Background: an optimization exercise with open tools, aiming at small area and a short achievable clock period. Do not read the settings as production practice.
Only simulation tests tie the RTL to the original design; equivalence was not proved.
Power figures rest on the tool's default switching activity, not on a simulated workload.

==> design.v <==
module exec_core (
    input  logic             clk,
    input  logic             reset,
    input  logic             in_valid,
    input  logic [32-1:0] in_instr,
    input  logic [32-1:0] in_pc,
    output logic                   result_valid,
    output logic [5-1:0] result_rd,
    output logic                   result_write_en,
    output logic [32-1:0]       result_value,
    output logic                   result_branch,
    output logic                   result_taken,
    output logic [32-1:0]       result_target,
    output logic                   result_illegal
);
    logic [6:0] opc;
    logic [2:0] f3;
    logic [6:0] f7;
    logic [4:0] rd, rs1, rs2;
    assign opc = in_instr[6:0];
    assign f3  = in_instr[14:12];
    assign f7  = in_instr[31:25];
    assign rd  = in_instr[11:7];
    assign rs1 = in_instr[19:15];
    assign rs2 = in_instr[24:20];
    logic is_op, is_opi, is_lui, is_br;
    assign is_op  = (opc == 7'b0110011);
    assign is_opi = (opc == 7'b0010011);
    assign is_lui = (opc == 7'b0110111);
    assign is_br  = (opc == 7'b1100011);
    logic f7z, f7s, op_ok, opi_ok, br_ok, legal, alu_legal, writes;
    assign f7z    = (f7 == 7'b0000000);
    assign f7s    = (f7 == 7'b0100000);
    assign op_ok  = f7z | (f7s & (f3 == 3'b000 | f3 == 3'b101));
    assign opi_ok = (f3 == 3'b001) ? f7z : ((f3 == 3'b101) ? (f7z | f7s) : 1'b1);
    assign br_ok  = (f3[2:1] != 2'b01);
    assign alu_legal = (is_op & op_ok) | (is_opi & opi_ok);
    assign legal  = alu_legal | is_lui | (is_br & br_ok);
    assign writes = alu_legal | is_lui;
    logic use_imm;
    logic [31:0] imm_op;
    assign use_imm = !in_instr[5] || in_instr[2];
    assign imm_op  = in_instr[2] ? {in_instr[31:12], 12'b0} : {{20{in_instr[31]}}, in_instr[31:20]};
    logic [12:0] timm;
    assign timm = is_br ? {in_instr[31], in_instr[7], in_instr[30:25], in_instr[11:8], 1'b0}
                        : {in_instr[31], in_instr[31:20]};
    logic        d_valid, d_we;
    logic [4:0]  d_rd;
    logic [31:0] d_a, d_bx, d_pc;
    logic [12:0] d_timm;
    logic [4:0]  d_shamt;
    logic        d_lui;
    logic        d_add, d_sub, d_sll, d_slt, d_sltu, d_xor, d_sr, d_sra, d_or, d_and;
    logic        d_branch, d_illegal;
    logic [2:0]  d_f3;
    logic [31:0] value;
    logic        r1_valid, r1_we, r1_branch, r1_taken, r1_illegal;
    logic [4:0]  r1_rd;
    logic [31:0] r1_val, r1_tgt;
    logic        r2_valid, r2_we, r2_branch, r2_taken, r2_illegal;
    logic [4:0]  r2_rd;
    logic [31:0] r2_val, r2_tgt;
    logic [31:0] rf [1:31];
    logic [31:1] wen;
    logic [31:0] wdata;
    assign wdata = reset ? 32'b0 : r1_val;
    for (genvar r = 1; r < 32; r++) begin : g_rf
        assign wen[r] = reset || (r1_we && (r1_rd == r));
        always_ff @(posedge clk) begin
            if (wen[r]) rf[r] <= wdata;
        end
    end
    logic [31:1] sel1, sel2;
    logic [31:0] tree1, tree2;
    always_comb begin
        tree1 = 32'b0;
        tree2 = 32'b0;
        for (int r = 1; r < 32; r++) begin
            sel1[r] = (rs1 == r);
            sel2[r] = (rs2 == r);
            tree1 = tree1 | ({32{sel1[r]}} & rf[r]);
            tree2 = tree2 | ({32{sel2[r]}} & rf[r]);
        end
    end
    logic hit1, hit2, fwd1, fwd2, sub_next;
    assign hit1 = r1_we && (r1_rd == rs1);
    assign hit2 = r1_we && (r1_rd == rs2);
    assign fwd1 = d_we && (d_rd == rs1);
    assign fwd2 = d_we && (d_rd == rs2) && !use_imm;
    assign sub_next = in_instr[6] || (!in_instr[2] && ((f3[2:1] == 2'b01)
                   || (in_instr[5] && f7[5] && (f3 == 3'b000))));
    logic [31:0] opa, opb;
    assign opa = fwd1 ? value : (hit1 ? r1_val : tree1);
    assign opb = fwd2 ? value : (use_imm ? imm_op : (hit2 ? r1_val : tree2));
    always_ff @(posedge clk) begin
        if (reset) begin
            d_valid <= 1'b0;
            d_we    <= 1'b0;
        end else begin
            d_valid <= in_valid;
            d_we    <= in_valid && writes && (rd != 5'd0);
        end
        d_rd      <= rd;
        d_a       <= opa;
        d_bx      <= opb ^ {32{sub_next}};
        d_shamt   <= opb[4:0];
        d_sub     <= sub_next;
        d_pc      <= in_pc;
        d_timm    <= timm;
        d_lui     <= is_lui;
        d_add     <= alu_legal && (f3 == 3'b000);
        d_sll     <= alu_legal && (f3 == 3'b001);
        d_slt     <= alu_legal && (f3 == 3'b010);
        d_sltu    <= alu_legal && (f3 == 3'b011);
        d_xor     <= alu_legal && (f3 == 3'b100);
        d_sr      <= alu_legal && (f3 == 3'b101);
        d_sra     <= f7[5];
        d_or      <= alu_legal && (f3 == 3'b110);
        d_and     <= alu_legal && (f3 == 3'b111);
        d_branch  <= is_br && br_ok;
        d_f3      <= f3;
        d_illegal <= !legal;
    end
    logic [31:0] a, b;
    assign a = d_a;
    assign b = d_bx;
    logic [31:0] sum;
    logic        cout;
    logic        sum_lo;
    assign {cout, sum, sum_lo} = {1'b0, a, 1'b1} + {1'b0, b, d_sub};
    logic lt_u, lt_s, eq;
    assign lt_u = !cout;
    assign lt_s = (a[31] == b[31]) ? a[31] : lt_u;
    assign eq   = &(a ^ b);
    logic [31:0] sh_in, sh_out, sh_rev;
    logic        fill;
    assign fill = d_sra && a[31];
    always_comb begin
        for (int i = 0; i < 32; i++) sh_in[i] = d_sll ? a[31-i] : a[i];
        sh_out = sh_in;
        if (d_shamt[0]) sh_out = {{1{fill}},  sh_out[31:1]};
        if (d_shamt[1]) sh_out = {{2{fill}},  sh_out[31:2]};
        if (d_shamt[2]) sh_out = {{4{fill}},  sh_out[31:4]};
        if (d_shamt[3]) sh_out = {{8{fill}},  sh_out[31:8]};
        if (d_shamt[4]) sh_out = {{16{fill}}, sh_out[31:16]};
        for (int i = 0; i < 32; i++) sh_rev[i] = sh_out[31-i];
    end
    assign value = ({32{d_add}} & sum)
                 | ({32{d_sll}} & sh_rev)
                 | ({32{d_sr}}  & sh_out)
                 | {31'b0, (d_slt & lt_s) | (d_sltu & lt_u)}
                 | ({32{d_xor}} & (a ^ b))
                 | ({32{d_or}}  & (a | b))
                 | ({32{d_and}} & (a & b))
                 | ({32{d_lui}} & b);
    logic cond;
    always_comb begin
        case (d_f3[2:1])
            2'b00:   cond = eq;
            2'b10:   cond = lt_s;
            default: cond = lt_u;
        endcase
        cond = cond ^ d_f3[0];
    end
    logic [31:0] tgt_imm;
    assign tgt_imm = d_lui ? d_bx : {{19{d_timm[12]}}, d_timm};
    always_ff @(posedge clk) begin
        if (reset) begin
            r1_valid <= 1'b0;
            r1_we    <= 1'b0;
        end else begin
            r1_valid <= d_valid;
            r1_we    <= d_we;
        end
        r1_rd      <= d_rd;
        r1_val     <= value;
        r1_branch  <= d_branch;
        r1_taken   <= d_branch && cond;
        r1_tgt     <= d_pc + tgt_imm;
        r1_illegal <= d_illegal;
    end
    always_ff @(posedge clk) begin
        if (reset) begin
            r2_valid <= 1'b0;
        end else begin
            r2_valid <= r1_valid;
        end
        r2_we      <= r1_we;
        r2_rd      <= r1_rd;
        r2_val     <= r1_val;
        r2_branch  <= r1_branch;
        r2_taken   <= r1_taken;
        r2_tgt     <= r1_tgt;
        r2_illegal <= r1_illegal;
    end
    assign result_valid    = r2_valid;
    assign result_rd       = r2_rd;
    assign result_write_en = r2_we;
    assign result_value    = r2_val;
    assign result_branch   = r2_branch;
    assign result_taken    = r2_taken;
    assign result_target   = r2_tgt;
    assign result_illegal  = r2_illegal;
endmodule
==> run.sh <==
#!/bin/bash
# synth_recipe.tcl (not shown) runs the flow's synth.tcl, then flattens the netlist and writes it again
# the make line also repeats each setting of config.mk as NAME=value (left out here)
make -C /OpenROAD-flow-scripts/flow DESIGN_CONFIG=/design/flow/config.mk WORK_HOME=/design/flow/orfs CLKGATE_MAP_FILE= SYNTH_SCRIPT=/design/flow/synth_recipe.tcl finish
==> config.mk <==
export PLATFORM = sky130hd
export DESIGN_NAME = exec_core
export DESIGN_NICKNAME = exec_core
export VERILOG_FILES = /design/flow/design.v
export SDC_FILE = /design/flow/constraint.sdc
export NUM_CORES = 4
export LEC_CHECK = 0
export ABC_AREA = 1
export CAP_MARGIN = 20
export CORE_MARGIN = 2
export CORE_UTILIZATION = 30
export SETUP_SLACK_MARGIN = 3.5
export SLEW_MARGIN = 20
==> constraint.sdc <==
create_clock -name core_clock -period 6.5 [get_ports {clk}]
set_input_delay 1.3000 -clock core_clock [delete_from_list [all_inputs] [get_ports {clk}]]
set_output_delay 1.3000 -clock core_clock [all_outputs]
set_load 0.01 [all_outputs]
==> run notes <==
status: failed layout checks
violated checks: antenna violations
CTS sink count: 1276
synth top area cells: edfxtp_1 48%, nand2_1 12%, dfxtp_1 9.2%, inv_1 4.9%, nand3_1 4.3%
Max Cap Viol: 0
Final Cycle Share: 49.11%
layout cells sized above 1: 13.38%
cell seen most often among critical-path stages: nand2_1
Hold Path Class: reg -> reg
worst-margin pin slew: 1.304 ns
PD cells: 270.7 mW/mm2
largest net degree at the start of global routing: 60
Post-CTS Hold Buffers: 0
Synth Register Bits: 1276
Worst Hold Depth: 0
final setup vio count: 0
Residual DRC: 0
Hold Vio Cnt, Final: 0
CP Max Fanout: 5
Root Buffer: clkbuf_16
largest area contributor in the netlist: edfxtp_1
yosys warns: 2
Worst Setup Start Kind: input pin
GRT Total Usage: 34.17%
synthesized area per cell: 8.960 um2
Worst-Skew Late Latency: 0.83 ns
FFs w/ async S/R, synth: 0%
Crit path depth: 13
drt total wl: 374900 um
Core Area: 0.2048 mm2
post-synth cell types: 57
setup TNS: 0 ns
initial DRC count: 12096
hpwl dp: 237300 um
Die ar.: 0.2100 mm2
Peak VDD IR: 0.3098 mV
clock transition at the registers of the reported paths: 0.07 ns
arrival time worst endpoint: 3.90 ns
most frequent cells after synthesis: 2043 x nand2_1, 992 x edfxtp_1, 804 x inv_1, 526 x nand3_1, 493 x nor2_1
Vias/cell: 6.019
unrepaired setup endpoints after global routing: yes
Fmax: 0.3133 GHz
grt ovf: 0
Layout Nets: 7505
vias in the first global route: 55037
crit-path leading delay family: simple AND/OR/NAND/NOR gates
Pre-antenna DRT Iters: 7
first-pass GRT wire length: 485700 um
Max clock buf depth: 3
sequential area share after synthesis: 57.30%
I/O pin count: 141
wire per inst: 36.77 um
critical path type: in -> reg
CP max-delay cell: nand4_1
initial antenna violation count: 36
CP peak stage delay: 0.64 ns
FP Rows: 166
Mapped Cells: 6909
synthesized cell area: 0.06191 mm2
Final Critical Period: 3.192 ns
Buf/Inv on CP: 4
most frequent cell after synthesis: nand2_1
Critical Path End Type: flop
Post-DRT Antenna Nets: 1
Slew Viols, Final: 0
LEAKAGE: 30.88 nW
CTS H-tree lvls: 4
CTS tree: yes
critical path cell sequence: buf_4 -> inv_2 -> nand2_4 -> nor2_1 -> nand2_2 -> clkinvlp_4 -> buf_6 -> nand2_1 -> o21ai_0 -> nor4_2 -> nand4_1 -> nand2_1 -> nand2_1
# port buffers: 140
Die X: 458.3 um
DR vias: 61372
routability congestion estimate from global placement: 1.042
Synthesized Nets: 7073
Starting Density: 30.23%
top-area cell type share of the netlist area: 48.12%
Worst EP required: 7.20 ns
Synth Flop Type: edfxtp_1
Core Util, Final: 37.29%
clk_skew: 0.03311 ns
EDFF count, synth: 992
relative slew slack: 12.76%
fill count: 20531
synth-to-layout area growth: 23.37%
Inserted Clock Buffers: 142
Die Ht: 458.3 um
Worst Reg-to-Reg Cells: 4
[worst reg2reg max path: cells and delay by family (launching register included)]
| kind | cells | cell delay, ns |
|---|---|---|
| and+or+nand+nor | 2 | 0.50 |
| DFF | 1 | 0.40 |
| AOI/OAI and AO/OA | 1 | 1.01 |
| buffers and inverters | 1 | 0.71 |
[cell usage in the layout (no fill, tap or decap), types with 21 or more instances in the layout]
cell type / Yosys / layout
o21ai_0: 354 / 305
o21ai_1: 31 / 41
inv_1: 804 / 783
edfxtp_1: 992 / 992
nor3_1: 44 / 36
o22ai_1: 269 / 269
diode_2: 0 / 58
a21oi_1: 131 / 116
buf_12: 0 / 63
inv_6: 1 / 21
dfxtp_2: 0 / 26
ha_1: 95 / 80
nand2_1: 2043 / 1999
clkbuf_16: 0 / 150
nor4_1: 58 / 49
nor2_4: 9 / 34
clkdlybuf4s50_1: 0 / 84
buf_6: 7 / 55
o221ai_1: 27 / 27
clkinvlp_4: 0 / 31
dlygate4sd2_1: 0 / 34
clkbuf_1: 103 / 28
a221oi_1: 41 / 40
buf_4: 27 / 272
xor2_1: 28 / 28
o21ai_4: 0 / 34
nand3_2: 15 / 36
a22oi_1: 24 / 24
o2111ai_1: 61 / 61
dfxtp_1: 284 / 250
nand4_1: 125 / 125
nor2_1: 493 / 461
nand3_1: 526 / 497
nand2_2: 12 / 31
[where the power goes]
group	switching [W]	leakage (nW)	internal, W	total (W)
Sequential	0.000312	12.6	0.00918	0.00950
Combinational	0.00212	16.0	0.000781	0.00290
Clock	0.00361	2.23	0.00467	0.00828
Total	0.00604	30.9	0.0146	0.0207
[layout make-up]
| type | count | area, um2 | share of cell area (%) |
|---|---|---|---|
| Tap cell | 2688 | 3363 | 4.404 |
| Clock buffer | 176 | 3764 | 4.928 |
| Clock inverter | 78 | 862.1 | 1.129 |
| Timing Repair inverter | 4 | 30.03 | 0.03932 |
| Antenna cell | 58 | 145.1 | 0.1900 |
| Multi-Input combinational cell | 4515 | 23380 | 30.62 |
| Inverter | 847 | 3460 | 4.530 |
| Sequential cell | 1276 | 35540 | 46.53 |
| Timing Repair Buffer | 555 | 5831 | 7.634 |
[path summary, 6_finish.rpt]
| path | from | slack, ns | end |
|---|---|---|---|
| max | in_instr[15] | 3.31 | d_a[21] |
| min | r1_tgt[3] | 0.32 | r2_tgt[3] |
| max reg2reg | r1_rd[0] | 3.47 | rf[12][15] |
| min reg2reg | r1_tgt[3] | 0.32 | r2_tgt[3] |
[routing by layer]
layer	part of all wire (%)	GRT usage, %
met4	10	27.69
met5	0.10	0.4592
met2	41	48.67
met1	34	39.97
met3	15	14.47
[logic make-up after synthesis]
| kind of cell | share of synthesized area [%] |
|---|---|
| AND/OR/NAND/NOR | 23.00 |
| flip-flops | 57.30 |
| buffers and inverters | 7.276 |
| AO/OA/AOI/OAI | 9.867 |
| adder cells (fa/ha/maj) | 1.985 |
| XOR/XNOR | 0.5659 |
[stage by stage]
step | std cells | setup slack (ns) | instance area (um2) | total power, W | hold slack, ns
after floorplan | 6909 | 3.197 | 61910 | 0.01083 | 0.3096
after global placement | 9692 | 1.415 | 67570 | 0.01223 | 0.3119
after CTS | 10054 | 3.414 | 74400 | 0.02041 | 0.3236
after detailed placement | 9700 | 1.402 | 67760 | 0.01222 | 0.3121
final | 10197 | 3.308 | 76370 | 0.02068 | 0.3224
after global routing | 10145 | 3.381 | 76240 | 0.02106 | 0.3284
[flip-flops by register name (all words and copies together) (netlist names), 32 cells and up]
signal  cells
r1_val     32
r2_tgt     32
r2_val     32
r1_tgt     32
d_bx       32
d_pc       32
rf        992
d_a        32
[what timing repair did]
| item | 4_1_cts | 5_1_grt |
|---|---|---|
| endpoints found under the setup margin | 946 | 185 |
| pin swaps | 36 | 42 |
| buffers inserted | 96 | 79 |
| cloned | 4 | 6 |
| resized for setup | 369 | 272 |

==> re-timing with driven ports <==
How much do the figures lean on ideal ports? The routed layout below was timed once more, with nothing changed but the port constraints. Step 1: set_driving_cell puts a clkbuf_16 on clk and a buf_2 on each other input, an assumption about the parent block. Step 2 adds t to the input delays and takes it off the output delays; t is the mean of the earliest and latest rising clock arrival at the registers after step 1. Input paths then give back, and output paths get back, about the clock's delay inside the block. Slacks: no drivers / after step 1 / after step 2; pairs: no drivers / after step 1.
t (ns): 0.907
slack for setup (ns): 3.308 / 3.370 / 2.463
slew at the worst register clock pin (ns): 0.07 / 0.07
worst slew at a driven data input, ns: 0.18
The setup slack of this run moves by +0.062 ns with the drivers and by -0.845 ns with both steps.
